Source: an optimization exercise on an open RTL-to-GDS flow (aim: small area). Production flows keep margins and buffers that such runs may drop.
Only simulation tests tie the RTL to the original design; equivalence was not proved.

Setup of xenon:
==> flow/design.v <==
module decode_issue_queue #(
  parameter int DEPTH = 8
) (
  input  logic        clk,
  input  logic        resetn,
  input  logic        flush,
  input  logic [1:0]  in_en,
  input  logic [63:0] in_instr,
  input  logic [63:0] in_pcplus4,
  input  logic [1:0]  in_exc,
  input  logic [1:0]  in_pred,
  output logic        in_ready,
  output logic [1:0]  out_valid,
  output logic [63:0] out_instr,
  output logic [63:0] out_pcplus4,
  output logic [1:0]  out_exc,
  output logic [1:0]  out_pred,
  input  logic        out_ready
);
  localparam int PW = $clog2(DEPTH);
  localparam int CW = PW + 1;
  localparam int EW = 66;   
  typedef struct packed {
    logic [31:0] instr;
    logic [31:0] pc4;
    logic        exc;
    logic        pred;
  } entry_t;
  logic [DEPTH*EW-1:0] w_mem;
  logic [PW-1:0] r_head, r_tail;
  logic [PW-1:0] w_head1, w_tail1;
  logic [CW-1:0] r_count;
  entry_t        w_in0, w_in1;
  entry_t        w_e0, w_e1;
  logic [CW-1:0] w_npush, w_npop;
  logic          w_ge1, w_ge2, w_br0;
  function automatic logic f_br(input logic [5:0] op, input logic [5:0] fn);
    f_br = (op >= 6'h01 && op <= 6'h07) || (op == 6'h00 && (fn == 6'h08 || fn == 6'h09));
  endfunction
  assign w_in0 = {in_instr[31:0],  in_pcplus4[31:0],  in_exc[0], in_pred[0]};
  assign w_in1 = {in_instr[63:32], in_pcplus4[63:32], in_exc[1], in_pred[1]};
  assign w_head1  = r_head + PW'(1);
  assign w_e0     = w_mem[r_head * EW +: EW];
  assign w_e1     = w_mem[w_head1 * EW +: EW];
  assign w_ge1    = (r_count != '0);
  assign w_ge2    = (r_count >= CW'(2));
  assign w_br0    = f_br(w_e0.instr[31:26], w_e0.instr[5:0]);
  assign in_ready = (r_count <= CW'(DEPTH - 2));
  function automatic logic f_ser(input logic [5:0] op, input logic [5:0] fn);
    f_ser = (op == 6'h10) || (op == 6'h00 && (fn == 6'h0C || fn == 6'h0D));
  endfunction
  function automatic logic f_md(input logic [5:0] op, input logic [5:0] fn);
    f_md = (op == 6'h00) && (fn[5:3] == 3'b011 || fn[5:2] == 4'b0100);
  endfunction
  function automatic logic [4:0] f_dest(input logic [5:0] op, input logic [4:0] rt,
                                        input logic [4:0] rd);
    logic [4:0] d;
    d = 5'd0;
    if (op == 6'h00)                                d = rd;
    else if (op == 6'h03)                           d = 5'd31;
    else if (op[5:3] == 3'b001 || op[5:3] == 3'b100) d = rt;
    else if (op == 6'h01 && rt[4])                  d = 5'd31;
    f_dest = d;
  endfunction
  function automatic logic f_rt_src(input logic [5:0] op);
    f_rt_src = (op == 6'h00) || (op == 6'h04) || (op == 6'h05) || (op[5:3] == 3'b101);
  endfunction
  logic [5:0] w_op0, w_op1, w_fn0, w_fn1;
  logic [4:0] w_dest0, w_rs1, w_rt1;
  logic       w_raw, w_exc, w_pair_ok;
  assign w_op0   = w_e0.instr[31:26];
  assign w_fn0   = w_e0.instr[5:0];
  assign w_op1   = w_e1.instr[31:26];
  assign w_fn1   = w_e1.instr[5:0];
  assign w_rs1   = w_e1.instr[25:21];
  assign w_rt1   = w_e1.instr[20:16];
  assign w_dest0 = f_dest(w_op0, w_e0.instr[20:16], w_e0.instr[15:11]);
  assign w_raw   = (w_dest0 != 5'd0) &&
                   (w_dest0 == w_rs1 || (f_rt_src(w_op1) && w_dest0 == w_rt1));
  assign w_exc   = w_e0.exc | w_e1.exc;
  always_comb begin
    w_pair_ok = 1'b1;
    if (w_br0)
      w_pair_ok = !(w_raw || w_exc);
    else if (f_br(w_op1, w_fn1) || (w_e0.instr[31] && w_e1.instr[31]) ||
             f_ser(w_op0, w_fn0) || f_ser(w_op1, w_fn1) ||
             (f_md(w_op0, w_fn0) && f_md(w_op1, w_fn1)) || w_raw || w_exc)
      w_pair_ok = 1'b0;
  end
  assign out_valid[1] = w_ge2 && w_pair_ok;
  assign out_valid[0] = w_br0 ? (w_ge2 && w_pair_ok) : w_ge1;
  assign w_npush = in_ready  ? (CW'(in_en[0]) + CW'(in_en[1]))         : '0;
  assign w_npop  = out_ready ? (CW'(out_valid[0]) + CW'(out_valid[1])) : '0;
  always_ff @(posedge clk or negedge resetn) begin
    if (!resetn) begin
      r_head  <= '0;
      r_tail  <= '0;
      r_count <= '0;
    end else if (flush) begin
      r_head  <= '0;
      r_tail  <= '0;
      r_count <= '0;
    end else begin
      r_tail  <= r_tail + PW'(w_npush);
      r_head  <= r_head + PW'(w_npop);
      r_count <= r_count + w_npush - w_npop;
    end
  end
  assign w_tail1 = r_tail + PW'(1);
  for (genvar i = 0; i < DEPTH; i++) begin : g_ent
    entry_t r_ent;
    always_ff @(posedge clk or negedge resetn) begin
      if (!resetn)
        r_ent <= '0;
      else if (!flush) begin
        if (in_ready && in_en[0] && r_tail == PW'(i))          r_ent <= w_in0;
        if (in_ready && in_en[1] && w_tail1 == PW'(i))         r_ent <= w_in1;
      end
    end
    assign w_mem[i * EW +: EW] = r_ent;
  end
  assign out_instr   = {w_e1.instr, w_e0.instr};
  assign out_pcplus4 = {w_e1.pc4, w_e0.pc4};
  assign out_exc     = {w_e1.exc, w_e0.exc};
  assign out_pred    = {w_e1.pred, w_e0.pred};
endmodule
clock: 6.0 ns
lec_check: 0
cap_margin: 20
core_margin: 2
core_utilization: 40
slew_margin: 20
run.sh (not shown) runs the stock make flow with config.mk's settings and CLKGATE_MAP_FILE= SYNTH_SCRIPT=/design/flow/synth_recipe.tcl, a recipe that flattens the netlist after the stock synthesis.
## Diff of input files: garnet against xenon
diff --git a/flow/design.v b/flow/design.v
--- a/flow/design.v
+++ b/flow/design.v
@@ -19,29 +19,53 @@
 );
   localparam int PW = $clog2(DEPTH);
   localparam int CW = PW + 1;
-  localparam int EW = 66;   
+  localparam int RW = PW - 1;       
+  localparam int NR = DEPTH / 2;    
+  localparam int EW = 66;           
   typedef struct packed {
     logic [31:0] instr;
     logic [31:0] pc4;
     logic        exc;
     logic        pred;
   } entry_t;
-  logic [DEPTH*EW-1:0] w_mem;
   logic [PW-1:0] r_head, r_tail;
-  logic [PW-1:0] w_head1, w_tail1;
   logic [CW-1:0] r_count;
-  entry_t        w_in0, w_in1;
+  entry_t        w_in0, w_in1, w_din_ev, w_din_od;
+  entry_t        w_rd_ev, w_rd_od;
   entry_t        w_e0, w_e1;
   logic [CW-1:0] w_npush, w_npop;
-  logic          w_ge1, w_ge2, w_br0;
+  logic          w_ge1, w_ge2, w_br0, w_push;
+  logic [RW-1:0] w_trow, w_trow1, w_hrow, w_hrow_ev;
   function automatic logic f_br(input logic [5:0] op, input logic [5:0] fn);
     f_br = (op >= 6'h01 && op <= 6'h07) || (op == 6'h00 && (fn == 6'h08 || fn == 6'h09));
   endfunction
   assign w_in0 = {in_instr[31:0],  in_pcplus4[31:0],  in_exc[0], in_pred[0]};
   assign w_in1 = {in_instr[63:32], in_pcplus4[63:32], in_exc[1], in_pred[1]};
-  assign w_head1  = r_head + PW'(1);
-  assign w_e0     = w_mem[r_head * EW +: EW];
-  assign w_e1     = w_mem[w_head1 * EW +: EW];
+  assign w_din_ev = r_tail[0] ? w_in1 : w_in0;
+  assign w_din_od = r_tail[0] ? w_in0 : w_in1;
+  assign w_trow   = r_tail[PW-1:1];
+  assign w_trow1  = r_tail[PW-1:1] + RW'(1);
+  assign w_push   = in_ready;
+  logic [NR*EW-1:0] w_ev, w_od;
+  for (genvar r = 0; r < NR; r++) begin : g_row
+    entry_t r_ev, r_od;
+    logic   w_we_ev, w_we_od;
+    assign w_we_ev = w_push && (r_tail[0] ? (in_en[1] && w_trow1 == RW'(r))
+                                          : (in_en[0] && w_trow  == RW'(r)));
+    assign w_we_od = w_push && w_trow == RW'(r) && (r_tail[0] ? in_en[0] : in_en[1]);
+    always_ff @(posedge clk) begin
+      if (w_we_ev) r_ev <= w_din_ev;
+      if (w_we_od) r_od <= w_din_od;
+    end
+    assign w_ev[r * EW +: EW] = r_ev;
+    assign w_od[r * EW +: EW] = r_od;
+  end
+  assign w_hrow    = r_head[PW-1:1];
+  assign w_hrow_ev = r_head[PW-1:1] + RW'(r_head[0]);
+  assign w_rd_ev   = w_ev[w_hrow_ev * EW +: EW];
+  assign w_rd_od   = w_od[w_hrow * EW +: EW];
+  assign w_e0      = r_head[0] ? w_rd_od : w_rd_ev;
+  assign w_e1      = r_head[0] ? w_rd_ev : w_rd_od;
   assign w_ge1    = (r_count != '0);
   assign w_ge2    = (r_count >= CW'(2));
   assign w_br0    = f_br(w_e0.instr[31:26], w_e0.instr[5:0]);
@@ -106,19 +130,6 @@
       r_count <= r_count + w_npush - w_npop;
     end
   end
-  assign w_tail1 = r_tail + PW'(1);
-  for (genvar i = 0; i < DEPTH; i++) begin : g_ent
-    entry_t r_ent;
-    always_ff @(posedge clk or negedge resetn) begin
-      if (!resetn)
-        r_ent <= '0;
-      else if (!flush) begin
-        if (in_ready && in_en[0] && r_tail == PW'(i))          r_ent <= w_in0;
-        if (in_ready && in_en[1] && w_tail1 == PW'(i))         r_ent <= w_in1;
-      end
-    end
-    assign w_mem[i * EW +: EW] = r_ent;
-  end
   assign out_instr   = {w_e1.instr, w_e0.instr};
   assign out_pcplus4 = {w_e1.pc4, w_e0.pc4};
   assign out_exc     = {w_e1.exc, w_e0.exc};
==> comparison <==
Compared with xenon, in garnet setup slack after layout went up by 0.24 ns; count of flip-flops and latches was more or less identical. From xenon to garnet the numbers moved as follows: clock-buffer cell count decreased by 26% relative to the old numbers; cell total after placement fell by 1775; hold slack went up.

separate check: timing with driven ports:
Ports are ideal in the flow. The routed layouts listed here were re-timed in OpenROAD.
Step 1 assumes that a clkbuf_16 drives the clock port and a buf_2 every other input.
Step 2 also shifts input and output timing later by t, the mid clock arrival at the registers, as if the neighbouring blocks saw the same clock.
Slacks: ideal ports / drivers / drivers and shift; pairs: ideal ports / drivers.
run	shift t [ns]	slack for setup (ns)	hold slack, ns	worst setup path after step 2	pins driven straight from the clock port
xenon	0.685	0.116 / 0.048 / 0.697	0.496 / 0.496 / 0.496	register to register	1
garnet	0.646	0.354 / 0.301 / 0.549	0.661 / 0.661 / 0.661	register to register	1
After both steps every run listed still meets setup and hold.
